Source: an optimization exercise on an open RTL-to-GDS flow (aim: small area). Production flows keep margins and buffers that such runs may drop.
The RTL was checked by simulation tests, not by an equivalence proof against the original design.
Power is estimated from default activity; no workload was simulated.

## flow/run.sh

```bash
#!/bin/bash
set -euo pipefail
export BUFFER_PORTS_ARGS="-buffer_cell sky130_fd_sc_hd__buf_1"
export CTS_ARGS="-sink_clustering_enable -repair_clock_nets -dont_use_dummy_load -buf_list sky130_fd_sc_hd__clkbuf_4 -sink_clustering_size 10 -sink_clustering_max_diameter 35"
bash standard.sh > flow_make.log 2>&1
```

## standard.sh

```bash
#!/bin/bash
# synth_recipe.tcl (not shown) runs the flow's synth.tcl, then flattens the netlist and writes it again
# the make line also repeats each setting of config.mk as NAME=value (left out here)
make -C /OpenROAD-flow-scripts/flow DESIGN_CONFIG=/design/flow/config.mk WORK_HOME=/design/flow/orfs CLKGATE_MAP_FILE= SYNTH_SCRIPT=/design/flow/synth_recipe.tcl "${@:-finish}"
```

## config.mk

```make
export PLATFORM = sky130hd
export DESIGN_NAME = key_extract_reli_tx
export DESIGN_NICKNAME = key_extract_reli_tx
export VERILOG_FILES = /design/flow/design.v
export SDC_FILE = /design/flow/constraint.sdc
export NUM_CORES = 4
export LEC_CHECK = 0
export CAP_MARGIN = 20
export CORE_ASPECT_RATIO = 0.4
export CORE_MARGIN = 2
export CORE_UTILIZATION = 65
export SLEW_MARGIN = 20
```

## constraint.sdc

```tcl
create_clock -name core_clock -period 4.0 [get_ports {clk}]
set_input_delay 0.8000 -clock core_clock [delete_from_list [all_inputs] [get_ports {clk}]]
set_output_delay 0.8000 -clock core_clock [all_outputs]
set_load 0.01 [all_outputs]
```

## design.v

```verilog
package key_extract_reli_tx_pkg;
   localparam int PROP_DAT_BIT   = 0;
   localparam int PROP_NACK_BIT  = 1;
   localparam int PROP_LOCAL_BIT = 2;
   localparam int PROP_WIDTH     = 3;
   localparam int DEF_DST_IP_NO         = 104;
   localparam int DEF_SRC_IP_NO         = 0;
   localparam int DEF_IP_WIDTH          = 128;
   localparam int DEF_RSIP_INDEX_NO     = 241;
   localparam int DEF_RSIP_INDEX_WIDTH  = 5;
   localparam int DEF_PKT_PROPERTY_NO   = 246;
   typedef enum logic [1:0] {
      KEY_TYPE_MISS = 2'd0,
      KEY_TYPE_DAT  = 2'd1,
      KEY_TYPE_NACK = 2'd2
   } key_type_e;
   typedef enum logic [1:0] {
      SKID_EMPTY = 2'd0,
      SKID_ONE   = 2'd1,
      SKID_FULL  = 2'd2
   } skid_state_e;
   function automatic logic [1:0] classify(input logic [key_extract_reli_tx_pkg::PROP_WIDTH-1:0] prop);
      if (prop[key_extract_reli_tx_pkg::PROP_DAT_BIT] && prop[key_extract_reli_tx_pkg::PROP_LOCAL_BIT]) begin
         classify = key_extract_reli_tx_pkg::KEY_TYPE_DAT;
      end else if (prop[key_extract_reli_tx_pkg::PROP_NACK_BIT] && prop[key_extract_reli_tx_pkg::PROP_LOCAL_BIT]) begin
         classify = key_extract_reli_tx_pkg::KEY_TYPE_NACK;
      end else begin
         classify = key_extract_reli_tx_pkg::KEY_TYPE_MISS;
      end
   endfunction
endpackage
module reli_tx_skid_buf
#(
   parameter int DATA_WIDTH = 8
) (
   input  logic                  clk,
   input  logic                  rst,
   input  logic [DATA_WIDTH-1:0] in_data,
   input  logic                  in_valid,
   output logic                  in_ready,
   output logic [DATA_WIDTH-1:0] out_data,
   output logic                  out_valid,
   input  logic                  out_ready
);
   logic                  full_q, valid_q;
   logic [DATA_WIDTH-1:0] out_q, skid_q;
   logic                  push, pop;
   logic                  sel_in, sel_skid, sel_hold;
   assign in_ready  = !full_q && !rst;
   assign out_valid = valid_q;
   assign out_data  = out_q;
   assign push      = in_valid && in_ready;
   assign pop       = valid_q && out_ready;
   assign sel_in   = !full_q && (out_ready || !valid_q);
   assign sel_skid = full_q && out_ready;
   assign sel_hold = valid_q && !out_ready;
   always_ff @(posedge clk) begin
      if (rst) begin
         valid_q <= 1'b0;
         full_q  <= 1'b0;
      end else begin
         valid_q <= push || full_q || (valid_q && !out_ready);
         full_q  <= (full_q && !out_ready) || (valid_q && !full_q && push && !out_ready);
      end
   end
   always_ff @(posedge clk) begin
      out_q <= ({DATA_WIDTH{sel_in}}   & in_data)
             | ({DATA_WIDTH{sel_skid}} & skid_q)
             | ({DATA_WIDTH{sel_hold}} & out_q);
      if (!full_q) begin
         skid_q <= in_data;
      end
   end
endmodule
module key_extract_reli_tx
#(
   parameter int PKT_METADATA_WIDTH = 274,
   parameter int KEY_WIDTH          = 133,
   parameter int DST_IP_NO          = key_extract_reli_tx_pkg::DEF_DST_IP_NO,
   parameter int SRC_IP_NO          = key_extract_reli_tx_pkg::DEF_SRC_IP_NO,
   parameter int IP_WIDTH           = key_extract_reli_tx_pkg::DEF_IP_WIDTH,
   parameter int RSIP_INDEX_NO      = key_extract_reli_tx_pkg::DEF_RSIP_INDEX_NO,
   parameter int RSIP_INDEX_WIDTH   = key_extract_reli_tx_pkg::DEF_RSIP_INDEX_WIDTH,
   parameter int PKT_PROPERTY_NO    = key_extract_reli_tx_pkg::DEF_PKT_PROPERTY_NO,
   parameter int NACK_USE_SRC       = 1,
   parameter int FORWARD_MISS       = 1,
   parameter int CNT_WIDTH          = 16
) (
   input  logic                          clk,
   input  logic                          rst,
   input  logic [PKT_METADATA_WIDTH-1:0] s_pkt_metadata_info,
   input  logic                          s_pkt_metadata_valid,
   output logic                          s_pkt_metadata_ready,
   output logic [KEY_WIDTH-1:0]          m_key_info,
   output logic [1:0]                    m_key_type,
   output logic [PKT_METADATA_WIDTH-1:0] m_key_metadata,
   output logic                          m_key_valid,
   input  logic                          m_key_ready,
   input  logic                          stat_clr,
   output logic [CNT_WIDTH-1:0]          stat_dat_cnt,
   output logic [CNT_WIDTH-1:0]          stat_nack_cnt,
   output logic [CNT_WIDTH-1:0]          stat_miss_cnt
);
   logic [key_extract_reli_tx_pkg::PROP_WIDTH-1:0] in_prop, out_prop;
   logic [1:0]                  in_type, out_type;
   logic [KEY_WIDTH-1:0]        out_key;
   logic                        emit, accept;
   logic [PKT_METADATA_WIDTH-1:0] out_meta;
   assign in_prop = s_pkt_metadata_info[PKT_PROPERTY_NO +: key_extract_reli_tx_pkg::PROP_WIDTH];
   assign in_type = key_extract_reli_tx_pkg::classify(in_prop);
   assign emit   = (in_type != key_extract_reli_tx_pkg::KEY_TYPE_MISS) || (FORWARD_MISS != 0);
   assign accept = s_pkt_metadata_valid && s_pkt_metadata_ready;
   reli_tx_skid_buf #(
      .DATA_WIDTH (PKT_METADATA_WIDTH)
   ) u_skid_buf (
      .clk       (clk),
      .rst       (rst),
      .in_data   (s_pkt_metadata_info),
      .in_valid  (s_pkt_metadata_valid && emit),
      .in_ready  (s_pkt_metadata_ready),
      .out_data  (out_meta),
      .out_valid (m_key_valid),
      .out_ready (m_key_ready)
   );
   assign out_prop = out_meta[PKT_PROPERTY_NO +: key_extract_reli_tx_pkg::PROP_WIDTH];
   assign out_type = key_extract_reli_tx_pkg::classify(out_prop);
   always_comb begin
      out_key = '0;
      case (out_type)
         key_extract_reli_tx_pkg::KEY_TYPE_DAT: begin
            out_key[IP_WIDTH-1:0]                 = out_meta[DST_IP_NO +: IP_WIDTH];
            out_key[IP_WIDTH +: RSIP_INDEX_WIDTH] = out_meta[RSIP_INDEX_NO +: RSIP_INDEX_WIDTH];
         end
         key_extract_reli_tx_pkg::KEY_TYPE_NACK: begin
            out_key[IP_WIDTH-1:0]                 = (NACK_USE_SRC != 0) ? out_meta[SRC_IP_NO +: IP_WIDTH]
                                                                        : out_meta[DST_IP_NO +: IP_WIDTH];
            out_key[IP_WIDTH +: RSIP_INDEX_WIDTH] = out_meta[RSIP_INDEX_NO +: RSIP_INDEX_WIDTH];
         end
         default: out_key = '0;
      endcase
   end
   assign m_key_type     = out_type;
   assign m_key_info     = out_key;
   assign m_key_metadata = out_meta;
   always_ff @(posedge clk) begin
      if (rst || stat_clr) begin
         stat_dat_cnt  <= '0;
         stat_nack_cnt <= '0;
         stat_miss_cnt <= '0;
      end else if (accept) begin
         case (in_type)
            key_extract_reli_tx_pkg::KEY_TYPE_DAT:  stat_dat_cnt  <= stat_dat_cnt + CNT_WIDTH'(1);
            key_extract_reli_tx_pkg::KEY_TYPE_NACK: stat_nack_cnt <= stat_nack_cnt + CNT_WIDTH'(1);
            default:       stat_miss_cnt <= stat_miss_cnt + CNT_WIDTH'(1);
         endcase
      end
   end
endmodule
```

==> results_dict.tcl, run 1 <==
set metrics [dict create \
    status "timing/DRC/antenna clean" \
    dp_cells 2698 \
    synth_enable_flop_cells 274 \
    grtUsageTotal_pct 36.19 \
    drt-wirelength-per-cell_um 23.54 \
    vias 17750 \
    leakagePower_uw 0.009896 \
    worst_pin_slew_ns 1.022 \
    drive_above_1_share_pct 4.555 \
    power_density_mw_per_mm2 449.1 \
    final_core_util_pct 76.65 \
    initial_core_util_pct 65.49 \
    syn_nets 1913 \
    ys_warn_count 2 \
    synth.most_common_cell "dfxtp_1" \
    worst_ep_required_time_ns 3.20 \
    synth-simple-area-share_pct 3.717 \
    synthTopCellsByArea "edfxtp_1, dfxtp_1, a222oi_1, a22o_1, inv_1" \
    r2r-start "u_skid_buf.full_q$_SDFF_PP0_" \
    drc 0 \
    syn_area_per_cell_um2 13.17 \
    core_mm2 0.03279 \
    first_pass_iters 14 \
    clock_latency_ns 0.79 \
    dp_hpwl_um 45890 \
    async_flop_share_pct 0 \
    hold_slack_ns 0.2071 \
    synth_area_mm2 0.02148 \
    globalRouteOverflowTotal 0 \
    antenna_found_initial 6 \
    cp-end-kind "primary output" \
    num-nets-final 2611 \
    antenna_left 0 \
    drv_slew 0 \
    worstPathArrival_ns 2.65 \
    max_stage_delay_ns 0.68 \
    post_cts_resized 0 \
    grt_pass1_vias 15740 \
    ys_seq_area_share_pct 68.52 \
    drv_cap 0 \
    port_buffers 737 \
    io_pins 738 \
    gp_congestion 0.9140 \
    cp_max_fo 60 \
    hp-class "in -> reg" \
    synthTopCellsByCount "dfxtp_1, inv_1, a222oi_1, edfxtp_1, a22o_1" \
    routed_wirelength_um 65320 \
    cp-start-kind "register" \
    rsz0062_at_grt "false" \
    synthDominantCellAreaShare_pct 38.31 \
    finalCritPeriodShare_pct 86.27 \
    setup_violations 0 \
    min-delay-start "s_pkt_metadata_info[165]" \
    root_buffer "clkbuf_4" \
    yosys.area.top_type "edfxtp_1" \
    whs_endpoint "u_skid_buf.skid_q[165]$_DFFE_PN_" \
    max_freq_mhz 289.8 \
    die_h_um 119.0 \
    synth.distinct_cells 48 \
    muxShareOfSynthArea_pct 0.09322 \
    synthCells 1631 \
    cts_buffers 69 \
    fin_cells 2775 \
    p_total_uw 11290 \
    cp_slowest_cell "and2_4" \
    criticalPathCategory "reg -> out" \
    cts_sinks 598 \
    syn2layout_area_growth_pct 17.04 \
    fin_tns_setup_ns 0 \
    grt_pass1_wl_um 96140 \
    skew_ns 0.06239 \
    cts_tree "built" \
    grt_max_degree 181 \
    min_delay_path_depth 1 \
    synth_top_family_by_area "compound AO/OA/AOI/OAI gates" \
    synth_xor_area_share_pct 0.9380 \
    clockBufferDepth 3 \
    r2r_cells 4 \
    report.final.hold_viol_count 0 \
    die_x_um 291.4 \
    fin_crit_ns 3.451 \
    ys_ff_latch 598 \
    synth-main-ff-cell "dfxtp_1" \
    synth_compound_area_share_pct 19.31 \
    synthAdderAreaFrac_pct 0.1748 \
    avgViaCountPerCell 6.397 \
    cts_setup_buffers 0 \
    cts_htree_levels 3 \
    relSlewSlack_pct 31.89 \
    dieArea_mm2 0.03466 \
    cp_cell_sequence "and2_4, buf_12, a22o_1, buf_1" \
    rrSetupSlack_ns 1.89 \
    hold_buffers 0 \
    clk_pin_slew_ns 0.10 \
    reg2reg_to "stat_dat_cnt[15]$_SDFFE_PP0P_" \
    row_count 42 \
    drt-initial-drc-count 3013 \
    vdd_ir_drop_max_mv 0.2863 \
]
## worst max path at each step
stage / start / endpoint / slack [ns] / depth (start not counted)
after floorplan: u_skid_buf.full_q$_SDFF_PP0_ / u_skid_buf.skid_q[0]$_DFFE_PN_ / -0.90 / 2
after global placement: rst / stat_dat_cnt[15]$_SDFFE_PP0P_ / 1.27 / 5
after detailed placement: rst / stat_dat_cnt[15]$_SDFFE_PP0P_ / 1.23 / 5
after CTS: u_skid_buf.out_q[246]$_DFF_P_ / m_key_info[103] / 0.55 / 4
after global routing: u_skid_buf.out_q[246]$_DFF_P_ / m_key_info[19] / 0.44 / 4
final: u_skid_buf.out_q[246]$_DFF_P_ / m_key_info[102] / 0.55 / 4
## area by class of cell
| type | instances | area (µm²) |
|---|---|---|
| timing repair buffer | 758 | 3037 |
| tap | 440 | 550.5 |
| multi-input combinational | 620 | 5231 |
| sequential | 598 | 14720 |
| inverter | 282 | 1062 |
| clock buffer | 69 | 518.0 |
| antenna | 8 | 20.02 |
| fill | 2294 | 7657 |
## layout by cell type, fill, tap and decap left out, types with 2 or more instances in the layout
cell type and instances:
nor2_4 2, and2_4 2, nor3_1 7, a222oi_1 274, buf_4 12, clkbuf_4 69
dfxtp_1 323, a31oi_1 2, nand4_2 2, inv_1 281, diode_2 8, buf_12 9
a41o_1 2, nand4_1 8, ha_1 3, a22o_1 128, edfxtp_1 274, nor4_1 3
or2_2 3, buf_1 737, o31ai_1 7, or4_1 7, and2_1 7, o21ai_0 10
xnor2_1 11, mux2i_1 2, and3_1 4, a21oi_1 21, or3_1 11, nand2_1 19
nor2_1 31, xor2_1 12, and4_1 5, nand3_1 20
## registers in the layout, summed over array words and instances, names as in the netlist
register and count:
u_skid_buf.out_q 274, u_skid_buf.skid_q 274, stat_dat_cnt 16, stat_miss_cnt 16, stat_nack_cnt 16, u_skid_buf.full_q 1
u_skid_buf.valid_q 1
## where the power goes
group / internal, µW / total, µW / switching [µW]
logic: 549 / 1430 / 881
clock network: 801 / 2640 / 1840
registers: 6860 / 7220 / 360
total: 8210 / 11300 / 3080
## per-stage QoR
stage               instance area (µm²)  setup WS (ns)
floorplan                         21490        -0.9017
global placement                  24600          1.266
detailed placement                24600          1.226
CTS                               25110         0.5490
global route                      25120         0.4352
finish                            25130         0.5493
## layer usage
| layer | GRT usage [%] | routed length [µm] |
|---|---|---|
| met1 | 51.17 | 26340 |
| met3 | 7.484 | 5835 |
| met5 | 0 | 37 |
| met2 | 57.34 | 31210 |
| met4 | 10.47 | 1903 |
## kinds of logic after synthesis
kind of cell / count (synthesis)
fa+ha+maj: 3
simple gates: 143
compound gates: 449
flops: 598
buf+inv: 413
mux: 2
xor+xnor: 23
## worst max-delay path, delay by kind of cell, from the launching register on
| family | cells | cell delay, ns |
|---|---|---|
| AOI/OAI and AO/OA | 1 | 0.18 |
| DFF | 1 | 0.45 |
| buffers and inverters | 2 | 0.56 |
| and+or+nand+nor | 1 | 0.68 |
==> run 2, diff against run 1 <==
==> flow/run.sh (replaced) <==
#!/bin/bash
set -euo pipefail
export BUFFER_PORTS_ARGS="-buffer_cell sky130_fd_sc_hd__buf_1"
export CTS_ARGS="-sink_clustering_enable -repair_clock_nets -dont_use_dummy_load -buf_list sky130_fd_sc_hd__clkbuf_4 -sink_clustering_size 10 -sink_clustering_max_diameter 40"
bash standard.sh > flow_make.log 2>&1
==> run 2 against run 1 <==
First-iteration DRC count increased by 2.4%. Routed wire length is 0.31% higher. Global-route usage grew 0.079 points. Die area did not move. Clock power is essentially flat. Clock skew is 0.0077 ns lower. Largest cell class unchanged. Largest power group unchanged. Highest routed layer unchanged.
==> results_dict.tcl, run 2 <==
set metrics [dict create \
    globalRouteMet3Util_pct 7.204 \
    vias 17740 \
    p_seq_share_pct 64.0 \
    dp_hpwl_um 45890 \
    switching_power_uw 3074 \
    synth_area_mm2 0.02148 \
    synthTopCellsByArea "edfxtp_1, dfxtp_1, a222oi_1, a22o_1, inv_1" \
    skew_ns 0.05471 \
    clock_latency_ns 0.76 \
    vdd_ir_drop_max_mv 0.2622 \
    die_x_um 291.4 \
    grtUsageTotal_pct 36.26 \
    reg_top3 "u_skid_buf.out_q (274), u_skid_buf.skid_q (274)" \
    ys_warn_count 2 \
    finalCritPeriodShare_pct 85.82 \
    p_sw_share_pct 27.25 \
    final_cell_mix "buf_1, dfxtp_1, inv_1, a222oi_1, edfxtp_1" \
    final_cell_area_mm2 0.02513 \
    root_buffer "clkbuf_4" \
    synth-main-ff-cell "dfxtp_1" \
    grt_pass1_vias 15760 \
    power_density_mw_per_mm2 448.9 \
    drv_cap 0 \
    routed_wirelength_um 65530 \
    port_buffers 737 \
    cts_buffers 69 \
    drt-initial-drc-count 3086 \
    status "timing/DRC/antenna clean" \
    comb_power_share_pct 12.7 \
    dpl_cell_area_mm2 0.02460 \
    synth.most_common_cell "dfxtp_1" \
    antenna_left 0 \
    hp-class "in -> reg" \
    worstPathArrival_ns 2.63 \
    leakagePower_uw 0.009896 \
    drc 0 \
    grt.met1_usage_pct 51.40 \
    mostFrequentLayoutCell "buf_1" \
    num-nets-final 2611 \
    syn2layout_area_growth_pct 17.01 \
    ys_ff_latch 598 \
    cts_sinks 598 \
    hold_slack_ns 0.2368 \
    worst_pin_slew_ns 1.049 \
    synth.distinct_cells 48 \
    synthCells 1631 \
    drv_slew 0 \
    ys_seq_area_share_pct 68.52 \
    grt_max_degree 181 \
    yosys.area.top_type "edfxtp_1" \
    report.final.hold_viol_count 0 \
    avgViaCountPerCell 6.397 \
    fin_tns_setup_ns 0 \
    core_mm2 0.03279 \
    syn_nets 1913 \
    drt-wirelength-per-cell_um 23.63 \
    clockBufferDepth 3 \
    criticalPathCategory "reg -> out" \
    cp_max_fo 60 \
    synthDominantCellAreaShare_pct 38.31 \
    setup_violations 0 \
    synthTopCellsByCount "dfxtp_1, inv_1, a222oi_1, edfxtp_1, a22o_1" \
    cp-start-kind "register" \
    cts_htree_levels 3 \
    busiest_layer "met2" \
    max_freq_mhz 291.3 \
    worst_slack_ns 0.5672 \
    grt_pass1_wl_um 96260 \
    fin_crit_ns 3.433 \
    worst_ep_required_time_ns 3.20 \
    first_pass_iters 14 \
    clk_pin_slew_ns 0.10 \
    cts_tree "built" \
    io_pins 738 \
    post_cts_resized 0 \
    antenna_found_initial 5 \
    drive_above_1_share_pct 4.555 \
    initial_core_util_pct 65.49 \
    gp_congestion 0.9140 \
    final_core_util_pct 76.63 \
    dpl_worst_slack_ns 1.226 \
    globalRouteOverflowTotal 0 \
    syn_area_per_cell_um2 13.17 \
    dieArea_mm2 0.03466 \
    fill_cells 2313 \
    cp-end-kind "primary output" \
    cts_setup_buffers 0 \
    row_count 42 \
    hold_buffers 0 \
    clkPwrFrac_pct 23.3 \
    synth_enable_flop_cells 274 \
    p_int_uw 8207 \
    relSlewSlack_pct 30.08 \
    die_h_um 119.0 \
    async_flop_share_pct 0 \
    grt_use_met2_pct 57.34 \
    rsz0062_at_grt "false" \
]
run 2: cell counts after synthesis:
Identical to the previous run, type by type.
run 2: area by class of cell:
| cell class | count | area, µm² | share of cell area [%] |
|---|---|---|---|
| Inverter | 282 | 1062 | 4.227 |
| Sequential cell | 598 | 14720 | 58.56 |
| Timing Repair Buffer | 758 | 3037 | 12.08 |
| Tap cell | 440 | 550.5 | 2.191 |
| Multi-Input combinational cell | 620 | 5231 | 20.82 |
| Antenna cell | 6 | 15.01 | 0.05975 |
| Clock buffer | 69 | 518.0 | 2.061 |
run 2: power by group through the flow:
| stage | registers (µW) | logic [µW] | clock network [µW] |
|---|---|---|---|
| floorplan | 7350 | 679 | 0 |
| CTS | 7200 | 1420 | 2680 |
| global placement | 7330 | 1380 | 0 |
| global route | 7250 | 1540 | 2940 |
| finish | 7220 | 1430 | 2630 |
| detailed placement | 7340 | 1410 | 0 |
run 2: metrics by stage:
stage               power (µW)  cells
finish                   11280   2773
global route             11730   2768
CTS                      11300   2767
global placement          8704   2698
floorplan                 8030   1631
detailed placement        8756   2698
run 2: worst paths after layout:
kind,to,slack [ns],start,cells after the start
worst max register to register,stat_dat_cnt[15]$_SDFFE_PP0P_,1.87,u_skid_buf.full_q$_SDFF_PP0_,4
worst min register to register,u_skid_buf.out_q[213]$_DFF_P_,0.42,u_skid_buf.skid_q[213]$_DFFE_PN_,2
worst min-delay path,u_skid_buf.skid_q[260]$_DFFE_PN_,0.24,s_pkt_metadata_info[260],1
worst max-delay path,m_key_info[102],0.57,u_skid_buf.out_q[246]$_DFF_P_,4
run 2: cells by family (layout without fill, tap and decap cells):
family                   Yosys count  in the layout  share of synthesized area (%)
adder cells (fa/ha/maj)            3              3                         0.1748
buffers and inverters            413           1109                          7.254
XOR/XNOR                          23             23                         0.9380
flip-flops                       598            598                          68.52
AO/OA/AOI/OAI                    449            449                          19.31
other                              0              6                              0
AND/OR/NAND/NOR                  143            143                          3.717
multiplexers                       2              2                        0.09322
run 2: critical path: stages, from the launching register on:
cell,delay (ns)
dfxtp_1,0.44
and2_4,0.66
buf_12,0.33
a22o_1,0.18
buf_1,0.23
run 2: routing by layer:
metal	vias to the layer above	wire (µm)
met1	8659	26150
met3	159	6392
li1	7779	-
met2	1136	30890
met4	6	2054
met5	-	38
==> run 3, diff against run 2 <==
--- a/config.mk
+++ b/config.mk
@@ -6,7 +6,7 @@
 export NUM_CORES = 4
 export LEC_CHECK = 0
 export CAP_MARGIN = 20
-export CORE_ASPECT_RATIO = 0.4
+export CORE_ASPECT_RATIO = 0.5
 export CORE_MARGIN = 2
-export CORE_UTILIZATION = 65
+export CORE_UTILIZATION = 55
 export SLEW_MARGIN = 20
==> run 3 against run 2 <==
Non-clock buffer count shrank 1. Clock power is essentially flat. Area after synthesis unchanged. Hold slack improved by 0.013 ns. Cell count grew 3.4%. Synthesized cell count unchanged. Utilization is 11 points lower. Critical path depth unchanged. Critical endpoint is now m_key_info[114]. Highest routed layer unchanged. Die area grew 18%. Power about the same. Combinational power about the same.
==> results_dict.tcl, run 3 <==
set metrics [dict create \
    synth_area_mm2 0.02148 \
    startpoint "u_skid_buf.out_q[246]$_DFF_P_" \
    grt_max_degree 186 \
    die_h_um 143.7 \
    ys_seq_area_share_pct 68.52 \
    core_mm2 0.03867 \
    synthDominantCellAreaShare_pct 38.31 \
    cts_sinks 598 \
    cp-start-kind "register" \
    yosys.area.top_type "edfxtp_1" \
    cp_cell_sequence "and2_4, buf_4, a22o_1, buf_1" \
    leakagePower_uw 0.009903 \
    drt-wirelength-per-cell_um 23.44 \
    criticalPathCategory "reg -> out" \
    hp-class "in -> reg" \
    hold_slack_ns 0.2503 \
    synth.most_common_cell "dfxtp_1" \
    synth.distinct_cells 48 \
    grt_pass1_vias 15270 \
    max_freq_mhz 296.3 \
    worst_pin_slew_ns 0.9778 \
    worstPathArrival_ns 2.58 \
    drv_slew 0 \
    cts_setup_buffers 0 \
    fill_cells 3176 \
    io_pins 738 \
    grt_pass1_wl_um 95680 \
    hold_buffers 0 \
    max_stage_delay_ns 0.48 \
    grtUsageTotal_pct 30.88 \
    worst_ep_required_time_ns 3.20 \
    cts_tree "built" \
    syn2layout_area_growth_pct 17.69 \
    row_count 51 \
    globalRouteOverflowTotal 0 \
    r2r-start "u_skid_buf.valid_q$_SDFF_PP0_" \
    path_delay_family "buffers and inverters" \
    critPathCapture "m_key_info[114]" \
    r2r_cells 5 \
    drive_above_1_share_pct 4.514 \
    cts_htree_levels 3 \
    post_cts_resized 0 \
    synthTopCellsByArea "edfxtp_1, dfxtp_1, a222oi_1, a22o_1, inv_1" \
    antenna_found_initial 10 \
    drt-initial-drc-count 2922 \
    path_depth 4 \
    first_pass_iters 13 \
    die_x_um 283.5 \
    cp-end-kind "primary output" \
    synth_enable_flop_cells 274 \
    p_total_uw 11290 \
    drv_cap 0 \
    root_buffer "clkbuf_4" \
    ys_warn_count 2 \
    mostFrequentLayoutCell "buf_1" \
    relSlewSlack_pct 34.81 \
    port_buffers 737 \
    syn_nets 1913 \
    avgViaCountPerCell 6.033 \
    finalCritPeriodShare_pct 84.38 \
    cts_buffers 69 \
    num-nets-final 2610 \
    dieArea_mm2 0.04074 \
    antenna_left 0 \
    final_cell_mix "buf_1, dfxtp_1, inv_1, a222oi_1, edfxtp_1" \
    routed_wirelength_um 67220 \
    final_cell_area_mm2 0.02527 \
    synthCells 1631 \
    rsz0062_at_grt "false" \
    gp_congestion 0.9250 \
    clock_latency_ns 0.75 \
    initial_core_util_pct 55.54 \
    skew_ns 0.04383 \
    drc 0 \
    rrSetupSlack_ns 1.76 \
    synthTopCellsByCount "dfxtp_1, inv_1, a222oi_1, edfxtp_1, a22o_1" \
    report.final.hold_viol_count 0 \
    dpl_cell_area_mm2 0.02473 \
    syn_area_per_cell_um2 13.17 \
    vias 17300 \
    clk_pin_slew_ns 0.12 \
    dp_hpwl_um 46650 \
    fin_crit_ns 3.375 \
    reg2reg_to "u_skid_buf.out_q[42]$_DFF_P_" \
    async_flop_share_pct 0 \
    critPathBufInv 2 \
    status "timing/DRC/antenna clean" \
    reg_top3 "u_skid_buf.out_q (274), u_skid_buf.skid_q (274)" \
    synth-main-ff-cell "dfxtp_1" \
    setup_violations 0 \
    clockBufferDepth 3 \
    vdd_ir_drop_max_mv 0.2449 \
    ys_ff_latch 598 \
    cp_slowest_cell "buf_4" \
    cp_max_fo 45 \
    power_density_mw_per_mm2 446.7 \
]
-- run 3: metal layers --
metal  track usage, %  up-vias  wire, µm
met5                0        -        27
met4            10.69        4      2033
met3            7.032      130      5472
met2            49.02      896     32320
met1            42.26     8496     27360
li1                 -     7777         -
-- run 3: worst min path at each step --
stage	slack [ns]	end	startpoint	depth (start not counted)
after floorplan	0.43	u_skid_buf.out_q[0]$_DFF_P_	u_skid_buf.skid_q[0]$_DFFE_PN_	2
after global placement	0.43	u_skid_buf.out_q[196]$_DFF_P_	u_skid_buf.skid_q[196]$_DFFE_PN_	2
after detailed placement	0.43	u_skid_buf.out_q[246]$_DFF_P_	u_skid_buf.skid_q[246]$_DFFE_PN_	2
after CTS	0.17	u_skid_buf.skid_q[117]$_DFFE_PN_	s_pkt_metadata_info[117]	1
after global routing	0.17	u_skid_buf.skid_q[262]$_DFFE_PN_	s_pkt_metadata_info[262]	1
final	0.25	u_skid_buf.skid_q[262]$_DFFE_PN_	s_pkt_metadata_info[262]	1
-- run 3: metrics by stage --
stage | TNS (ns) | worst slack, ns | instances | util, %
2_1_floorplan | -247.08 | -0.9017 | 1631 | -
3_3_place_gp | 0 | 1.348 | 2787 | 63.94
3_5_place_dp | 0 | 1.325 | 2787 | 63.94
4_1_cts | 0 | 0.5829 | 2856 | 65.28
5_1_grt | 0 | 0.4360 | 2861 | 65.31
6_report | 0 | 0.6249 | 2868 | 65.36
-- run 3: report_power, final --
group | switching, µW | leakage, µW | internal (µW)
logic | 889 | 0.00399 | 550
registers | 355 | 0.00560 | 6860
clock network | 1840 | 0.000318 | 801
-- run 3: cells by family after synthesis --
kind of cell / count (synthesis) / synth area share [%]
AO/OA/AOI/OAI: 449 / 19.31
XOR/XNOR: 23 / 0.9380
adder cells (fa/ha/maj): 3 / 0.1748
buffers and inverters: 413 / 7.254
flip-flops: 598 / 68.52
multiplexers: 2 / 0.09322
AND/OR/NAND/NOR: 143 / 3.717
-- run 3: final cells by class --
cell class,instances,area (µm²),share of cell area [%]
timing repair buffer,757,3054,12.08
inverter,282,1062,4.203
antenna,12,30.03,0.1188
multi-input combinational,620,5231,20.70
clock buffer,69,518.0,2.050
sequential,598,14720,58.22
tap,530,663.1,2.624
==> run 4, diff against run 3 <==
--- a/config.mk
+++ b/config.mk
@@ -6,7 +6,6 @@
 export NUM_CORES = 4
 export LEC_CHECK = 0
 export CAP_MARGIN = 20
-export CORE_ASPECT_RATIO = 0.5
 export CORE_MARGIN = 2
-export CORE_UTILIZATION = 55
+export CORE_UTILIZATION = 40
 export SLEW_MARGIN = 20
==> run 4 against run 3 <==
Still clean on timing, DRC and antenna. Flip-flop and latch count did not move. Power up 2.7%. Design area up 1.6%. Highest routed layer unchanged.
==> results_dict.tcl, run 4 <==
set metrics [dict create \
    cts_tree "built" \
    avgViaCountPerCell 5.737 \
    vias 17510 \
    initial_core_util_pct 40.62 \
    antenna_found_initial 27 \
    grtUsageTotal_pct 24.50 \
    synth.most_common_cell "dfxtp_1" \
    criticalPathCategory "reg -> out" \
    yosys.area.top_type "edfxtp_1" \
    fin_cells 3052 \
    synthCells 1631 \
    drt-initial-drc-count 2523 \
    fin_tns_setup_ns 0 \
    clock_latency_ns 0.86 \
    routed_wirelength_um 71870 \
    synthDominantCellAreaShare_pct 38.31 \
    cts_sinks 598 \
    drc 0 \
    synthTopCellsByArea "edfxtp_1, dfxtp_1, a222oi_1, a22o_1, inv_1" \
    drv_slew 0 \
    die_h_um 235.7 \
    worst_ep_required_time_ns 3.20 \
    worst_pin_slew_ns 0.9043 \
    dp_hpwl_um 50620 \
    cts_buffers 87 \
    cts_setup_buffers 0 \
    synth-main-ff-cell "dfxtp_1" \
    port_buffers 737 \
    whs_endpoint "u_skid_buf.skid_q[139]$_DFFE_PN_" \
    report.final.hold_viol_count 0 \
    num-nets-final 2631 \
    cp-end-kind "primary output" \
    row_count 84 \
    worstPathArrival_ns 2.46 \
    ys_warn_count 2 \
    grt_pass1_wl_um 104500 \
    reg2reg_to "u_skid_buf.skid_q[110]$_DFFE_PN_" \
    hold_buffers 0 \
    ys_seq_area_share_pct 68.52 \
    post_cts_resized 0 \
    root_buffer "clkbuf_4" \
    antenna_left 0 \
    drv_cap 0 \
    synth.distinct_cells 48 \
    dp_cells 2948 \
    gp_congestion 0.8619 \
    hp-class "in -> reg" \
    syn2layout_area_growth_pct 19.52 \
    leakagePower_uw 0.01001 \
    core_mm2 0.05287 \
    grt_pass1_vias 16680 \
    max_stage_delay_ns 0.50 \
    grt_max_degree 130 \
    finalCritPeriodShare_pct 81.59 \
    status "timing/DRC/antenna clean" \
    dpl_cell_area_mm2 0.02497 \
    cts_htree_levels 3 \
    min_delay_path_depth 1 \
    max_freq_mhz 306.4 \
    synthTopCellsByCount "dfxtp_1, inv_1, a222oi_1, edfxtp_1, a22o_1" \
    syn_area_per_cell_um2 13.17 \
    synth_area_mm2 0.02148 \
    drive_above_1_share_pct 5.369 \
    cp-start-kind "register" \
    drt-wirelength-per-cell_um 23.55 \
    first_pass_iters 10 \
    rrSetupSlack_ns 1.74 \
    syn_nets 1913 \
    vdd_ir_drop_max_mv 0.2540 \
    cp_cell_sequence "nand2_1, nor2_4, buf_4, a22o_1, buf_1" \
    synth_enable_flop_cells 274 \
    p_total_uw 11590 \
    reg_top3 "u_skid_buf.out_q (274), u_skid_buf.skid_q (274)" \
    globalRouteOverflowTotal 0 \
    cp_max_fo 53 \
    die_x_um 235.7 \
    setup_violations 0 \
    async_flop_share_pct 0 \
    dieArea_mm2 0.05556 \
    clockBufferDepth 3 \
    min-delay-start "s_pkt_metadata_info[139]" \
    r2r-start "u_skid_buf.full_q$_SDFF_PP0_" \
    relSlewSlack_pct 39.71 \
    io_pins 738 \
    cp_slowest_cell "buf_4" \
    clk_pin_slew_ns 0.10 \
    mostFrequentLayoutCell "buf_1" \
    skew_ns 0.1018 \
    final_cell_area_mm2 0.02567 \
    r2r_cells 2 \
    power_density_mw_per_mm2 451.7 \
    fin_crit_ns 3.263 \
    ys_ff_latch 598 \
    rsz0062_at_grt "false" \
    final_cell_mix "buf_1, dfxtp_1, inv_1, a222oi_1, edfxtp_1" \
]
==> run 4: cell counts after synthesis <==
No cell type changed its count.
==> run 4: critical path, delay by kind of cell, from the launching register on <==
family,cells,cell delay [ns]
AOI/OAI and AO/OA,1,0.23
buffers and inverters,2,0.73
DFF,1,0.43
and+or+nand+nor,2,0.26
==> run 4: final cells by class <==
type / count / area (µm²)
clock buffers: 87 / 653.1
flip-flops and latches: 598 / 14720
diodes: 17 / 42.54
fillers: 4883 / 27200
repair buffers: 760 / 3102
multi-input cells: 620 / 5231
inverters: 282 / 1062
well taps: 688 / 860.8
==> run 4: report_power, final <==
group	switching [µW]	total, µW	internal, µW	leakage, µW
Clock	1920	2910	997	0.000400
Combinational	889	1450	558	0.00402
Sequential	378	7240	6860	0.00560
==> run 4: stage by stage <==
| stage | setup WS (ns) | hold WS [ns] | utilization (%) |
|---|---|---|---|
| 5_1_grt | 0.5204 | 0.08135 | 48.55 |
| 6_report | 0.7366 | 0.1428 | 48.55 |
| 2_1_floorplan | -0.9017 | 0.4256 | - |
| 4_1_cts | 0.6424 | 0.03043 | 48.47 |
| 3_5_place_dp | 1.145 | 0.4332 | 47.24 |
| 3_3_place_gp | 1.233 | 0.4266 | 47.24 |
==> run 4: kinds of logic (layout without fill, tap and decap cells) <==
kind of cell    after synthesis  in the layout  synth area share [%]
compound gates              449            449                 19.31
simple gates                143            143                 3.717
xor+xnor                     23             23                0.9380
mux                           2              2               0.09322
flops                       598            598                 68.52
fa+ha+maj                     3              3                0.1748
buf+inv                     413           1129                 7.254
other cells                   0             17                     0
==> run 4: metal layers <==
metal  GRT usage (%)  vias up  share of wire, %  wire, µm
met5               0        -             0.095        68
met2           40.34     1020                48     34760
li1                -     7828                 -         -
met3           6.895      154               9.9      7124
met4           11.37       10               3.7      2643
met1           29.82     8496                38     27280
==> run 4: worst max-delay path by stage <==
stage | cells past startpoint | startpoint | slack, ns | end
6_report | 5 | u_skid_buf.out_q[248]$_DFF_P_ | 0.74 | m_key_info[8]
5_1_grt | 5 | u_skid_buf.out_q[248]$_DFF_P_ | 0.52 | m_key_info[8]
4_1_cts | 5 | u_skid_buf.out_q[248]$_DFF_P_ | 0.64 | m_key_info[8]
3_5_place_dp | 5 | rst | 1.15 | stat_dat_cnt[15]$_SDFFE_PP0P_
3_3_place_gp | 5 | rst | 1.23 | stat_dat_cnt[15]$_SDFFE_PP0P_
2_1_floorplan | 2 | u_skid_buf.full_q$_SDFF_PP0_ | -0.90 | u_skid_buf.skid_q[0]$_DFFE_PN_
==> run 5, diff against run 4 <==
--- a/design.v
+++ b/design.v
@@ -142,17 +142,15 @@
    assign m_key_type     = out_type;
    assign m_key_info     = out_key;
    assign m_key_metadata = out_meta;
+   logic clr, inc_dat, inc_nack, inc_miss;
+   assign clr      = rst || stat_clr;
+   assign inc_dat  = accept && (in_type == key_extract_reli_tx_pkg::KEY_TYPE_DAT);
+   assign inc_nack = accept && (in_type == key_extract_reli_tx_pkg::KEY_TYPE_NACK);
+   assign inc_miss = accept && (in_type != key_extract_reli_tx_pkg::KEY_TYPE_DAT)
+                            && (in_type != key_extract_reli_tx_pkg::KEY_TYPE_NACK);
    always_ff @(posedge clk) begin
-      if (rst || stat_clr) begin
-         stat_dat_cnt  <= '0;
-         stat_nack_cnt <= '0;
-         stat_miss_cnt <= '0;
-      end else if (accept) begin
-         case (in_type)
-            key_extract_reli_tx_pkg::KEY_TYPE_DAT:  stat_dat_cnt  <= stat_dat_cnt + CNT_WIDTH'(1);
-            key_extract_reli_tx_pkg::KEY_TYPE_NACK: stat_nack_cnt <= stat_nack_cnt + CNT_WIDTH'(1);
-            default:       stat_miss_cnt <= stat_miss_cnt + CNT_WIDTH'(1);
-         endcase
-      end
+      stat_dat_cnt  <= clr ? '0 : stat_dat_cnt  + CNT_WIDTH'(inc_dat);
+      stat_nack_cnt <= clr ? '0 : stat_nack_cnt + CNT_WIDTH'(inc_nack);
+      stat_miss_cnt <= clr ? '0 : stat_miss_cnt + CNT_WIDTH'(inc_miss);
    end
 endmodule
==> flow/run.sh (replaced) <==
#!/bin/bash
set -euo pipefail
export BUFFER_PORTS_ARGS="-buffer_cell sky130_fd_sc_hd__buf_1"
export CTS_ARGS="-sink_clustering_enable -repair_clock_nets -dont_use_dummy_load -buf_list sky130_fd_sc_hd__clkbuf_4 -sink_clustering_size 10 -sink_clustering_max_diameter 35"
bash standard.sh > flow_make.log 2>&1
--- a/config.mk
+++ b/config.mk
@@ -6,6 +6,7 @@
 export NUM_CORES = 4
 export LEC_CHECK = 0
 export CAP_MARGIN = 20
+export CORE_ASPECT_RATIO = 0.3
 export CORE_MARGIN = 2
-export CORE_UTILIZATION = 40
+export CORE_UTILIZATION = 75
 export SLEW_MARGIN = 20
==> run 5 against run 4 <==
Routed wire length shrank 7.4%. Power down 1.9%. Sequential power is essentially flat. Sequential share of layout area rose by 1.7 points. Utilization up 42 points. Register-to-register slack lost 0.27 ns. Count of clock-buffer cells in the layout fell by 18.
==> results_dict.tcl, run 5 <==
set metrics [dict create \
    status "timing/DRC/antenna clean" \
    synthDominantCellAreaShare_pct 38.38 \
    skew_ns 0.07685 \
    io_pins 738 \
    antenna_left 0 \
    dp_hpwl_um 45890 \
    avgViaCountPerCell 6.733 \
    synth.most_common_cell "dfxtp_1" \
    vdd_ir_drop_max_mv 0.3013 \
    seqCellArea_mm2 0.01472 \
    final_cell_area_mm2 0.02494 \
    drt-wirelength-per-cell_um 24.66 \
    worst_ep_required_time_ns 3.20 \
    port_buffers 737 \
    multiInputGateArea_mm2 0.005061 \
    setup_violations 0 \
    synthCells 1604 \
    synth.distinct_cells 30 \
    worst_pin_slew_ns 1.073 \
    hp-class "in -> reg" \
    worstPathArrival_ns 2.79 \
    cts_tree "built" \
    synthTopCellsByCount "dfxtp_1, inv_1, a222oi_1, edfxtp_1, a22o_1" \
    clk_pin_slew_ns 0.12 \
    cts_setup_buffers 0 \
    drc 0 \
    first_pass_iters 15 \
    grtUsageTotal_pct 41.86 \
    cp-start-kind "register" \
    synth_compound_area_share_pct 18.36 \
    clock_latency_ns 0.80 \
    fill_cells 1239 \
    antenna_found_initial 0 \
    synthAdderAreaFrac_pct 0.4086 \
    die_h_um 96.60 \
    grt_pass1_vias 16580 \
    finalCritPeriodShare_pct 89.73 \
    cp_max_fo 49 \
    r2r_cells 3 \
    yosys.area.top_type "edfxtp_1" \
    ys_seq_area_share_pct 68.64 \
    rsz0062_at_grt "false" \
    cts_sinks 598 \
    max_freq_mhz 278.6 \
    post_cts_resized 0 \
    relSlewSlack_pct 28.32 \
    synth-simple-area-share_pct 3.193 \
    worst_slack_ns 0.4110 \
    drive_above_1_share_pct 4.417 \
    async_flop_share_pct 0 \
    leakagePower_uw 0.009883 \
    cts_buffers 69 \
    hold_buffers 0 \
    fin_crit_ns 3.589 \
    synth_area_mm2 0.02144 \
    dieArea_mm2 0.03020 \
    reg_top3 "u_skid_buf.out_q (274), u_skid_buf.skid_q (274)" \
    routed_wirelength_um 66530 \
    syn_nets 1890 \
    cts_htree_levels 3 \
    synthTopCellsByArea "edfxtp_1, dfxtp_1, a222oi_1, a22o_1, inv_1" \
    drv_cap 0 \
    synth_xor_area_share_pct 1.389 \
    muxShareOfSynthArea_pct 0.1401 \
    die_x_um 312.7 \
    fin_tns_setup_ns 0 \
    criticalPathCategory "reg -> out" \
    synth-main-ff-cell "dfxtp_1" \
    mostFrequentLayoutCell "buf_1" \
    dpl_worst_slack_ns 1.006 \
    vias 18170 \
    ys_warn_count 2 \
    final_cell_mix "buf_1, dfxtp_1, inv_1, a222oi_1, edfxtp_1" \
    grt_max_degree 158 \
    drt-initial-drc-count 3685 \
    globalRouteOverflowTotal 0 \
    dpl_cell_area_mm2 0.02441 \
    root_buffer "clkbuf_4" \
    num-nets-final 2597 \
    grt_pass1_wl_um 95400 \
    drv_slew 0 \
    power_density_mw_per_mm2 456.4 \
    report.final.hold_viol_count 0 \
    initial_core_util_pct 77.49 \
    syn_area_per_cell_um2 13.36 \
    ys_ff_latch 598 \
    synth_top_family_by_area "compound AO/OA/AOI/OAI gates" \
    row_count 33 \
    syn2layout_area_growth_pct 16.33 \
    synth_enable_flop_cells 274 \
    min_delay_path_depth 1 \
    gp_congestion 0.9286 \
    cp-end-kind "primary output" \
    clockBufferDepth 3 \
    core_mm2 0.02766 \
]
-- run 5: cells by family (layout without fill, tap and decap cells) --
family	after synthesis	count (layout)
adder cells (fa/ha/maj)	7	7
buffers and inverters	408	1113
XOR/XNOR	34	34
multiplexers	3	3
AND/OR/NAND/NOR	138	138
AO/OA/AOI/OAI	416	416
other	0	4
flip-flops	598	598
-- run 5: layer usage --
layer / up-vias / global-route usage, % / part of all wire, %
met1: 8602 / 51.77 / 34
met3: 336 / 12.08 / 12
met5: - / 0 / 0
met4: 0 / 25.32 / 6.3
li1: 7622 / - / -
met2: 1606 / 67.53 / 47
-- run 5: worst paths after layout --
kind / from / end / slack, ns
setup / recovery: u_skid_buf.out_q[246]$_DFF_P_ / m_key_info[116] / 0.41
hold / removal: s_pkt_metadata_info[57] / u_skid_buf.skid_q[57]$_DFFE_PN_ / 0.19
setup reg to reg: u_skid_buf.full_q$_SDFF_PP0_ / u_skid_buf.skid_q[177]$_DFFE_PN_ / 1.47
hold reg to reg: u_skid_buf.skid_q[66]$_DFFE_PN_ / u_skid_buf.out_q[66]$_DFF_P_ / 0.41
-- run 5: per-stage QoR --
stage          cells  utilization (%)  total power, µW  hold slack (ns)
2_1_floorplan   1604                -             8034           0.4256
3_5_place_dp    2625            88.23             8770           0.4337
4_1_cts         2694            90.10            11320           0.1549
5_1_grt         2694            90.10            11770           0.1607
3_3_place_gp    2625            88.23             8663           0.4266
6_report        2698            90.14            11380           0.1900
-- run 5: where the power goes --
| part | total, µW | internal (µW) | switching, µW |
|---|---|---|---|
| logic | 1470 | 553 | 919 |
| registers | 7220 | 6860 | 366 |
| clock network | 2680 | 801 | 1880 |
| total | 11400 | 8210 | 3170 |
-- run 5: layout make-up --
| type | instances | area share [%] |
|---|---|---|
| Antenna cell | 4 | 0.04014 |
| Clock buffer | 69 | 2.077 |
| Inverter | 284 | 4.290 |
| Multi-Input combinational cell | 598 | 20.30 |
| Sequential cell | 598 | 59.02 |
| Tap cell | 385 | 1.932 |
| Timing Repair Buffer | 760 | 12.34 |
-- run 5: critical path, stage by stage, from the launching register on --
cell and delay [ns]:
dfxtp_1 0.46, and2_4 0.63, buf_4 0.39, a22o_1 0.26, buf_1 0.21
==> run 6, diff against run 5 <==
--- a/config.mk
+++ b/config.mk
@@ -6,7 +6,7 @@
 export NUM_CORES = 4
 export LEC_CHECK = 0
 export CAP_MARGIN = 20
-export CORE_ASPECT_RATIO = 0.3
+export CORE_ASPECT_RATIO = 0.4
 export CORE_MARGIN = 2
-export CORE_UTILIZATION = 75
+export CORE_UTILIZATION = 65
 export SLEW_MARGIN = 20
==> run 6 against run 5 <==
Maximum frequency down 0.94%. Largest power group unchanged. Die area up 15%. Power down 0.92%. Count of clock-buffer cells in the layout unchanged. Still clean. Cell count up 1.9%. Critical path type unchanged. Combinational power down 3%. Hold slack better by 0.065 ns. Global-route usage down 6.5 points. Sequential power about the same.
==> results_dict.tcl, run 6 <==
set metrics [dict create \
    worstPathArrival_ns 2.82 \
    synth_enable_flop_cells 274 \
    ys_seq_area_share_pct 68.64 \
    dpl_worst_slack_ns 1.138 \
    final_cell_mix "buf_1, dfxtp_1, inv_1, a222oi_1, edfxtp_1" \
    dieArea_mm2 0.03460 \
    drv_slew 0 \
    rsz0062_at_grt "false" \
    die_h_um 118.9 \
    cp_slowest_cell "nor2_4" \
    final_core_util_pct 78.19 \
    reg_top3 "u_skid_buf.out_q (274), u_skid_buf.skid_q (274)" \
    worst_slack_ns 0.3769 \
    port_buffers 737 \
    setup_violations 0 \
    core_mm2 0.03196 \
    syn_area_per_cell_um2 13.36 \
    grt.met1_usage_pct 47.35 \
    cts_sinks 598 \
    first_pass_iters 14 \
    drv_cap 0 \
    finalCritPeriodShare_pct 90.58 \
    syn_nets 1890 \
    row_count 41 \
    clock_latency_ns 0.75 \
    fill_cells 2185 \
    hold_buffers 0 \
    dpl_cell_area_mm2 0.02444 \
    post_cts_resized 0 \
    vias 17230 \
    vdd_ir_drop_max_mv 0.3487 \
    routed_wirelength_um 64160 \
    grt_pass1_wl_um 93720 \
    max_freq_mhz 276.0 \
    drt-initial-drc-count 3209 \
    status "timing/DRC/antenna clean" \
    criticalPathCategory "reg -> out" \
    async_flop_share_pct 0 \
    die_x_um 291.1 \
    globalRouteOverflowTotal 0 \
    antenna_left 0 \
    yosys.area.top_type "edfxtp_1" \
    synth-main-ff-cell "dfxtp_1" \
    final_cell_area_mm2 0.02499 \
    leakagePower_uw 0.009870 \
    hp-class "in -> reg" \
    syn2layout_area_growth_pct 16.58 \
    cts_buffers 69 \
    max_stage_delay_ns 0.67 \
    clockBufferDepth 3 \
    synth_area_mm2 0.02144 \
    cts_htree_levels 3 \
    num-nets-final 2596 \
    report.final.hold_viol_count 0 \
    cp-end-kind "primary output" \
    synthTopCellsByCount "dfxtp_1, inv_1, a222oi_1, edfxtp_1, a22o_1" \
    cp_max_fo 59 \
    cp_cell_sequence "nand2_1, nor2_4, buf_12, a22o_1, buf_1" \
    synth.distinct_cells 30 \
    synthDominantCellAreaShare_pct 38.38 \
    io_pins 738 \
    hold_slack_ns 0.2545 \
    skew_ns 0.05392 \
    power_density_mw_per_mm2 451.2 \
    clk_pin_slew_ns 0.11 \
    grt_max_degree 153 \
    relSlewSlack_pct 36.98 \
    cts_setup_buffers 0 \
    worst_ep_required_time_ns 3.20 \
    fin_tns_setup_ns 0 \
    root_buffer "clkbuf_4" \
    dp_hpwl_um 44920 \
    cts_tree "built" \
    multiInputGateArea_mm2 0.005061 \
    ys_ff_latch 598 \
    seqCellArea_mm2 0.01472 \
    busiest_layer "met2" \
    drt-wirelength-per-cell_um 23.34 \
    gp_congestion 0.8986 \
    drive_above_1_share_pct 4.376 \
    grt_pass1_vias 15760 \
    synthTopCellsByArea "edfxtp_1, dfxtp_1, a222oi_1, a22o_1, inv_1" \
    fin_crit_ns 3.623 \
    synthCells 1604 \
    mostFrequentLayoutCell "buf_1" \
    cp-start-kind "register" \
    avgViaCountPerCell 6.267 \
    worst_pin_slew_ns 0.9453 \
    grtUsageTotal_pct 35.36 \
    drc 0 \
    ys_warn_count 2 \
    antenna_found_initial 6 \
    initial_core_util_pct 67.07 \
    synth.most_common_cell "dfxtp_1" \
    grt_use_met2_pct 56.70 \
    globalRouteMet3Util_pct 7.988 \
]
[run 6: cell counts after synthesis]
No cell type changed its count.
[run 6: path summary, 6_finish.rpt]
path	cells after the start	end	startpoint	slack, ns
setup / recovery	5	m_key_info[119]	u_skid_buf.out_q[248]$_DFF_P_	0.38
hold / removal	1	u_skid_buf.skid_q[48]$_DFFE_PN_	s_pkt_metadata_info[48]	0.25
setup reg to reg	3	u_skid_buf.skid_q[225]$_DFFE_PN_	u_skid_buf.full_q$_SDFF_PP0_	1.44
hold reg to reg	2	u_skid_buf.out_q[157]$_DFF_P_	u_skid_buf.skid_q[157]$_DFFE_PN_	0.41
[run 6: cell families (layout without fill, tap and decap cells)]
family | Yosys count | after routing | synth area share, %
DFF | 598 | 598 | 68.64
adders and majority gates | 7 | 7 | 0.4086
and+or+nand+nor | 138 | 138 | 3.193
xor gates and xnor gates | 34 | 34 | 1.389
AOI/OAI and AO/OA | 416 | 416 | 18.36
buffers and inverters | 408 | 1112 | 7.862
muxes | 3 | 3 | 0.1401
other | 0 | 11 | 0
[run 6: per-layer routing]
metal	share of wire [%]	vias to the layer above
met5	0.020	-
met4	3.5	2
met3	10	162
met2	48	1104
met1	38	8334
li1	-	7627
[run 6: cell type report]
cell class	instances	area share (%)
Sequential cell	598	58.90
Tap cell	430	2.153
Antenna cell	11	0.1102
Inverter	284	4.281
Timing Repair Buffer	759	12.23
Clock buffer	69	2.073
Multi-Input combinational cell	598	20.25
[run 6: stage by stage]
| step | power [µW] | std cells |
|---|---|---|
| floorplan | 8034 | 1604 |
| global placement | 8691 | 2669 |
| detailed placement | 8748 | 2669 |
| CTS | 11290 | 2738 |
| global route | 11700 | 2743 |
| finish | 11270 | 2749 |
[run 6: power by group]
group,internal (µW),leakage (µW),switching [µW]
Sequential,6860,0.00560,358
Combinational,548,0.00396,874
Clock,801,0.000318,1840
Total,8200,0.00987,3070
[run 6: worst max-delay path, delay by kind of cell (launching register included)]
family | cells | cell delay (ns)
AOI/OAI and AO/OA | 1 | 0.32
buffers and inverters | 2 | 0.53
DFF | 1 | 0.41
and+or+nand+nor | 2 | 0.79
==> run 7, diff against run 6 <==
==> flow/run.sh (replaced) <==
#!/bin/bash
set -euo pipefail
bash standard.sh synth > flow_synth.log 2>&1
export BUFFER_PORTS_ARGS="-buffer_cell sky130_fd_sc_hd__buf_1"
export CTS_ARGS="-sink_clustering_enable -repair_clock_nets -dont_use_dummy_load -buf_list sky130_fd_sc_hd__clkbuf_4 -sink_clustering_size 10 -sink_clustering_max_diameter 35"
export DONT_USE_CELLS="sky130_fd_sc_hd__buf_8 sky130_fd_sc_hd__buf_12 sky130_fd_sc_hd__buf_16"
bash standard.sh > flow_make.log 2>&1
==> run 7 against run 6 <==
Highest routed layer unchanged. Non-clock buffer count unchanged. First-iteration DRC count stayed put. Worst setup slack unchanged. Largest power group unchanged. Routed wire length unchanged. Maximum frequency is the same. Power stayed put. Critical path depth stayed put. Critical path type unchanged. Combinational power is essentially flat. Design area unchanged. Still clean on timing, DRC and antenna. Count of clock-buffer cells in the layout is the same.
==> results_dict.tcl, run 7 <==
set metrics [dict create \
    leakagePower_uw 0.009870 \
    seqCellArea_mm2 0.01472 \
    antenna_found_initial 6 \
    setup_violations 0 \
    grt_pass1_wl_um 93720 \
    first_pass_iters 14 \
    syn_nets 1890 \
    final_cell_mix "buf_1, dfxtp_1, inv_1, a222oi_1, edfxtp_1" \
    ys_ff_latch 598 \
    synth_area_mm2 0.02144 \
    hold_buffers 0 \
    multiInputGateArea_mm2 0.005061 \
    clk_pin_slew_ns 0.11 \
    synthAdderAreaFrac_pct 0.4086 \
    gp_congestion 0.8986 \
    row_count 41 \
    drive_above_1_share_pct 4.376 \
    routed_wirelength_um 64160 \
    relSlewSlack_pct 36.98 \
    synth.distinct_cells 30 \
    cp_cell_sequence "nand2_1, nor2_4, buf_12, a22o_1, buf_1" \
    drv_cap 0 \
    clock_latency_ns 0.75 \
    cp_slowest_cell "nor2_4" \
    die_x_um 291.1 \
    grt_max_degree 153 \
    globalRouteOverflowTotal 0 \
    mostFrequentLayoutCell "buf_1" \
    io_pins 738 \
    num-nets-final 2596 \
    cts_htree_levels 3 \
    vias 17230 \
    synth_xor_area_share_pct 1.389 \
    synth_compound_area_share_pct 18.36 \
    p_total_uw 11270 \
    fill_cells 2185 \
    synth-main-ff-cell "dfxtp_1" \
    synth_top_family_by_area "compound AO/OA/AOI/OAI gates" \
    status "timing/DRC/antenna clean" \
    vdd_ir_drop_max_mv 0.3487 \
    rsz0062_at_grt "false" \
    ys_seq_area_share_pct 68.64 \
    cp_max_fo 59 \
    yosys.area.top_type "edfxtp_1" \
    synth.most_common_cell "dfxtp_1" \
    ys_warn_count 2 \
    synth_enable_flop_cells 274 \
    avgViaCountPerCell 6.267 \
    core_mm2 0.03196 \
    cp-end-kind "primary output" \
    syn_area_per_cell_um2 13.36 \
    antenna_left 0 \
    synthDominantCellAreaShare_pct 38.38 \
    power_density_mw_per_mm2 451.2 \
    root_buffer "clkbuf_4" \
    synthCells 1604 \
    fin_tns_setup_ns 0 \
    cts_buffers 69 \
    die_h_um 118.9 \
    port_buffers 737 \
    cts_setup_buffers 0 \
    synth-simple-area-share_pct 3.193 \
    drt-initial-drc-count 3209 \
    hp-class "in -> reg" \
    grt_pass1_vias 15760 \
    worst_ep_required_time_ns 3.20 \
    clockBufferDepth 3 \
    initial_core_util_pct 67.07 \
    dp_cells 2669 \
    dp_hpwl_um 44920 \
    drc 0 \
    drt-wirelength-per-cell_um 23.34 \
    critPathBufInv 2 \
    report.final.hold_viol_count 0 \
    dieArea_mm2 0.03460 \
    path_delay_family "simple AND/OR/NAND/NOR gates" \
    worstPathArrival_ns 2.82 \
    skew_ns 0.05392 \
    cp-start-kind "register" \
    synthTopCellsByCount "dfxtp_1, inv_1, a222oi_1, edfxtp_1, a22o_1" \
    muxShareOfSynthArea_pct 0.1401 \
    drv_slew 0 \
    post_cts_resized 0 \
    criticalPathCategory "reg -> out" \
    async_flop_share_pct 0 \
    max_freq_mhz 276.0 \
    synthTopCellsByArea "edfxtp_1, dfxtp_1, a222oi_1, a22o_1, inv_1" \
    reg_top3 "u_skid_buf.out_q (274), u_skid_buf.skid_q (274)" \
    cts_tree "built" \
    syn2layout_area_growth_pct 16.58 \
    fin_cells 2749 \
    grtUsageTotal_pct 35.36 \
    max_stage_delay_ns 0.67 \
    worst_pin_slew_ns 0.9453 \
    finalCritPeriodShare_pct 90.58 \
    fin_crit_ns 3.623 \
    cts_sinks 598 \
]
-- run 7: cell counts after synthesis --
No cell type changed its count.
-- run 7: per-stage QoR --
stage / utilization, % / setup WS, ns / hold slack (ns) / instance area [µm²]
6_report: 78.19 / 0.3769 / 0.2545 / 24990
5_1_grt: 78.14 / 0.2606 / 0.2006 / 24970
4_1_cts: 78.10 / 0.3836 / 0.1839 / 24960
3_5_place_dp: 76.48 / 1.138 / 0.4337 / 24440
3_3_place_gp: 76.48 / 1.164 / 0.4258 / 24440
2_1_floorplan: - / -0.8398 / 0.4256 / 21440
-- run 7: logic make-up after synthesis --
logic type	Yosys count
AO/OA/AOI/OAI	416
XOR/XNOR	34
adder cells (fa/ha/maj)	7
buffers and inverters	408
flip-flops	598
multiplexers	3
AND/OR/NAND/NOR	138
-- run 7: area by class of cell --
type | instances | area share (%)
multi-input cells | 598 | 20.25
clock buffers | 69 | 2.073
repair buffers | 759 | 12.23
diodes | 11 | 0.1102
well taps | 430 | 2.153
inverters | 284 | 4.281
flip-flops and latches | 598 | 58.90
-- run 7: per-layer routing --
layer / up-vias / track usage (%) / share of wire (%)
met5: - / 0 / 0.020
met4: 2 / 14.25 / 3.5
met3: 162 / 7.988 / 10
met2: 1104 / 56.70 / 48
met1: 8334 / 47.35 / 38
li1: 7627 / - / -
-- run 7: worst paths after layout --
path,start,to,slack [ns],cells past startpoint
max reg2reg,u_skid_buf.full_q$_SDFF_PP0_,u_skid_buf.skid_q[225]$_DFFE_PN_,1.44,3
max,u_skid_buf.out_q[248]$_DFF_P_,m_key_info[119],0.38,5
min,s_pkt_metadata_info[48],u_skid_buf.skid_q[48]$_DFFE_PN_,0.25,1
min reg2reg,u_skid_buf.skid_q[157]$_DFFE_PN_,u_skid_buf.out_q[157]$_DFF_P_,0.41,2
-- run 7: power by group --
part | internal [µW] | total [µW] | leakage (µW) | switching [µW]
registers | 6860 | 7210 | 0.00560 | 358
logic | 548 | 1420 | 0.00396 | 874
clock network | 801 | 2640 | 0.000318 | 1840
total | 8200 | 11300 | 0.00987 | 3070
==> run 8, diff against run 7 <==
==> flow/run.sh (replaced) <==
#!/bin/bash
set -euo pipefail
export BUFFER_PORTS_ARGS="-buffer_cell sky130_fd_sc_hd__buf_1"
export CTS_ARGS="-sink_clustering_enable -repair_clock_nets -dont_use_dummy_load -buf_list \"sky130_fd_sc_hd__clkbuf_2 sky130_fd_sc_hd__clkbuf_4 sky130_fd_sc_hd__clkbuf_8\" -sink_clustering_size 10 -sink_clustering_max_diameter 35"
bash standard.sh > flow_make.log 2>&1
==> run 8 against run 7 <==
Still clean on timing, DRC and antenna. Design area increased by 1.7%. Hold slack improved by 0.14 ns. Power increased by 7.8%. Count of clock-buffer cells in the layout unchanged. Clock skew decreased by 0.016 ns. Clock power increased by 33%. Via count increased by 0.71%. Flip-flop and latch count unchanged. Maximum frequency increased by 4.1%. Synthesized cell count unchanged. Largest cell class unchanged. Largest power group unchanged.
==> results_dict.tcl, run 8 <==
set metrics [dict create \
    status "timing/DRC/antenna clean" \
    worst_ep_required_time_ns 3.20 \
    ys_ff_latch 598 \
    synthTopCellsByCount "dfxtp_1, inv_1, a222oi_1, edfxtp_1, a22o_1" \
    yosys.area.top_type "edfxtp_1" \
    dp_cells 2669 \
    syn_area_per_cell_um2 13.36 \
    clockBufferDepth 3 \
    io_pins 738 \
    synth.most_common_cell "dfxtp_1" \
    synthDominantCellAreaShare_pct 38.38 \
    setup_violations 0 \
    num-nets-final 2596 \
    cts_sinks 598 \
    hold_buffers 0 \
    fin_cells 2746 \
    gp_congestion 0.8986 \
    cts_htree_levels 3 \
    avgViaCountPerCell 6.319 \
    vias 17350 \
    root_buffer "clkbuf_8" \
    async_flop_share_pct 0 \
    worstPathArrival_ns 2.68 \
    syn_nets 1890 \
    routed_wirelength_um 64680 \
    post_cts_resized 0 \
    die_x_um 291.1 \
    cp-start-kind "register" \
    grt_pass1_wl_um 94700 \
    drc 0 \
    cp-end-kind "primary output" \
    rrSetupSlack_ns 1.45 \
    clock_latency_ns 0.61 \
    antenna_found_initial 5 \
    r2r-start "u_skid_buf.full_q$_SDFF_PP0_" \
    fill_cells 2113 \
    criticalPathCategory "reg -> out" \
    antenna_left 0 \
    synth_area_mm2 0.02144 \
    finalCritPeriodShare_pct 87.03 \
    skew_ns 0.03777 \
    hp-class "in -> reg" \
    dieArea_mm2 0.03460 \
    critPathCapture "m_key_info[119]" \
    reg_top3 "u_skid_buf.out_q (274), u_skid_buf.skid_q (274)" \
    report.final.hold_viol_count 0 \
    drive_above_1_share_pct 4.376 \
    grt_pass1_vias 15870 \
    ys_warn_count 2 \
    drv_cap 0 \
    synth_enable_flop_cells 274 \
    cts_buffers 69 \
    p_total_uw 12150 \
    final_cell_mix "buf_1, dfxtp_1, inv_1, a222oi_1, edfxtp_1" \
    reg2reg_to "u_skid_buf.skid_q[43]$_DFFE_PN_" \
    power_density_mw_per_mm2 478.1 \
    initial_core_util_pct 67.07 \
    rsz0062_at_grt "false" \
    cp_slowest_cell "nor2_4" \
    first_pass_iters 13 \
    startpoint "u_skid_buf.out_q[248]$_DFF_P_" \
    cts_setup_buffers 0 \
    syn2layout_area_growth_pct 18.56 \
    synth.distinct_cells 30 \
    vdd_ir_drop_max_mv 0.3431 \
    hold_slack_ns 0.3953 \
    drv_slew 0 \
    synthTopCellsByArea "edfxtp_1, dfxtp_1, a222oi_1, a22o_1, inv_1" \
    synthCells 1604 \
    grtUsageTotal_pct 35.63 \
    drt-wirelength-per-cell_um 23.56 \
    fin_crit_ns 3.481 \
    row_count 41 \
    drt-initial-drc-count 2979 \
    globalRouteOverflowTotal 0 \
    clk_pin_slew_ns 0.07 \
    leakagePower_uw 0.01005 \
    r2r_cells 3 \
    relSlewSlack_pct 37.01 \
    grt_max_degree 153 \
    worst_pin_slew_ns 0.9448 \
    cp_cell_sequence "nand2_1, nor2_4, buf_12, a22o_1, buf_1" \
    max_stage_delay_ns 0.66 \
    cts_tree "built" \
    mostFrequentLayoutCell "buf_1" \
    synth-main-ff-cell "dfxtp_1" \
    ys_seq_area_share_pct 68.64 \
    die_h_um 118.9 \
    cp_max_fo 59 \
    port_buffers 737 \
    core_mm2 0.03196 \
    max_freq_mhz 287.3 \
    dp_hpwl_um 44920 \
]
run 8: area by class of cell:
class                           count  area (µm²)  share of cell area, %
Multi-Input combinational cell    598        5061                  19.92
Antenna cell                        8       20.02                0.07878
Inverter                          284        1070                  4.210
Tap cell                          430       538.0                  2.117
Clock buffer                       69       949.7                  3.737
Timing Repair Buffer              759        3057                  12.03
Sequential cell                   598       14720                  57.91
run 8: critical path: cells and delay by family, from the launching register on:
kind / cells / cell delay [ns]
buffers and inverters: 2 / 0.53
AO/OA/AOI/OAI: 1 / 0.34
flip-flops: 1 / 0.40
AND/OR/NAND/NOR: 2 / 0.78
run 8: how the worst min path moves through the flow:
stage / slack, ns / cells after the start / startpoint / to
after detailed placement: 0.43 / 2 / u_skid_buf.skid_q[42]$_DFFE_PN_ / u_skid_buf.out_q[42]$_DFF_P_
after floorplan: 0.43 / 2 / u_skid_buf.skid_q[0]$_DFFE_PN_ / u_skid_buf.out_q[0]$_DFF_P_
after CTS: 0.36 / 1 / s_pkt_metadata_info[134] / u_skid_buf.skid_q[134]$_DFFE_PN_
after global routing: 0.36 / 1 / s_pkt_metadata_info[135] / u_skid_buf.skid_q[135]$_DFFE_PN_
final: 0.40 / 1 / s_pkt_metadata_info[130] / u_skid_buf.skid_q[130]$_DFFE_PN_
after global placement: 0.43 / 2 / u_skid_buf.skid_q[141]$_DFFE_PN_ / u_skid_buf.out_q[141]$_DFF_P_
run 8: kinds of logic after synthesis:
logic type / synth area share (%)
DFF: 68.64
AOI/OAI and AO/OA: 18.36
adders and majority gates: 0.4086
xor gates and xnor gates: 1.389
muxes: 0.1401
buffers and inverters: 7.862
and+or+nand+nor: 3.193
run 8: per-stage QoR:
| stage | setup TNS (ns) | utilization, % | worst slack [ns] | area (µm²) |
|---|---|---|---|---|
| floorplan | -230.09 | - | -0.8398 | 21440 |
| global placement | 0 | 76.48 | 1.164 | 24440 |
| detailed placement | 0 | 76.48 | 1.138 | 24440 |
| CTS | 0 | 79.45 | 0.5726 | 25390 |
| global route | 0 | 79.49 | 0.4471 | 25410 |
| finish | 0 | 79.52 | 0.5187 | 25410 |
run 8: metal layers:
layer / vias up / part of all wire (%) / global-route usage (%)
met2: 1166 / 48 / 57.65
met3: 161 / 9.9 / 8.156
li1: 7610 / - / -
met5: - / 0.031 / 0
met4: 2 / 3.6 / 13.18
met1: 8412 / 38 / 47.66
run 8: power breakdown:
group          total, µW  internal, µW  switching [µW]
clock network       3500          1540            1960
logic               1420           548             876
registers           7220          6860             360
total              12100          8950            3200

separate check: timing with driven ports:
The results above use ideal ports. As a check the final layouts listed here were re-extracted and re-timed, cells and wires unchanged. Step 1: set_driving_cell puts a clkbuf_16 on clk and a buf_2 on each other input, an assumption about the parent block. Step 2, shift: input delay + t, output delay - t, t = (earliest + latest rising clock arrival at the registers) / 2. This alone moves slack from input paths to output paths. Slacks: ideal / step 1 / step 2; pairs: ideal / step 1.
| run | t, ns | slack for setup (ns) | slew at the worst register clock pin (ns) |
|---|---|---|---|
| run 1 | 0.816 | 0.549 / 0.492 / 1.209 | 0.12 / 0.12 |
| run 2 | 0.781 | 0.567 / 0.514 / 1.200 | 0.12 / 0.12 |
| run 3 | 0.790 | 0.625 / 0.568 / 1.230 | 0.12 / 0.12 |
| run 4 | 0.849 | 0.737 / 0.681 / 1.128 | 0.11 / 0.11 |
| run 5 | 0.821 | 0.411 / 0.356 / 0.959 | 0.12 / 0.12 |
| run 6 | 0.780 | 0.377 / 0.317 / 1.098 | 0.12 / 0.12 |
| run 7 | 0.780 | 0.377 / 0.317 / 1.098 | 0.12 / 0.12 |
| run 8 | 0.647 | 0.519 / 0.462 / 1.102 | 0.08 / 0.08 |
After both steps every run listed still meets setup and hold.
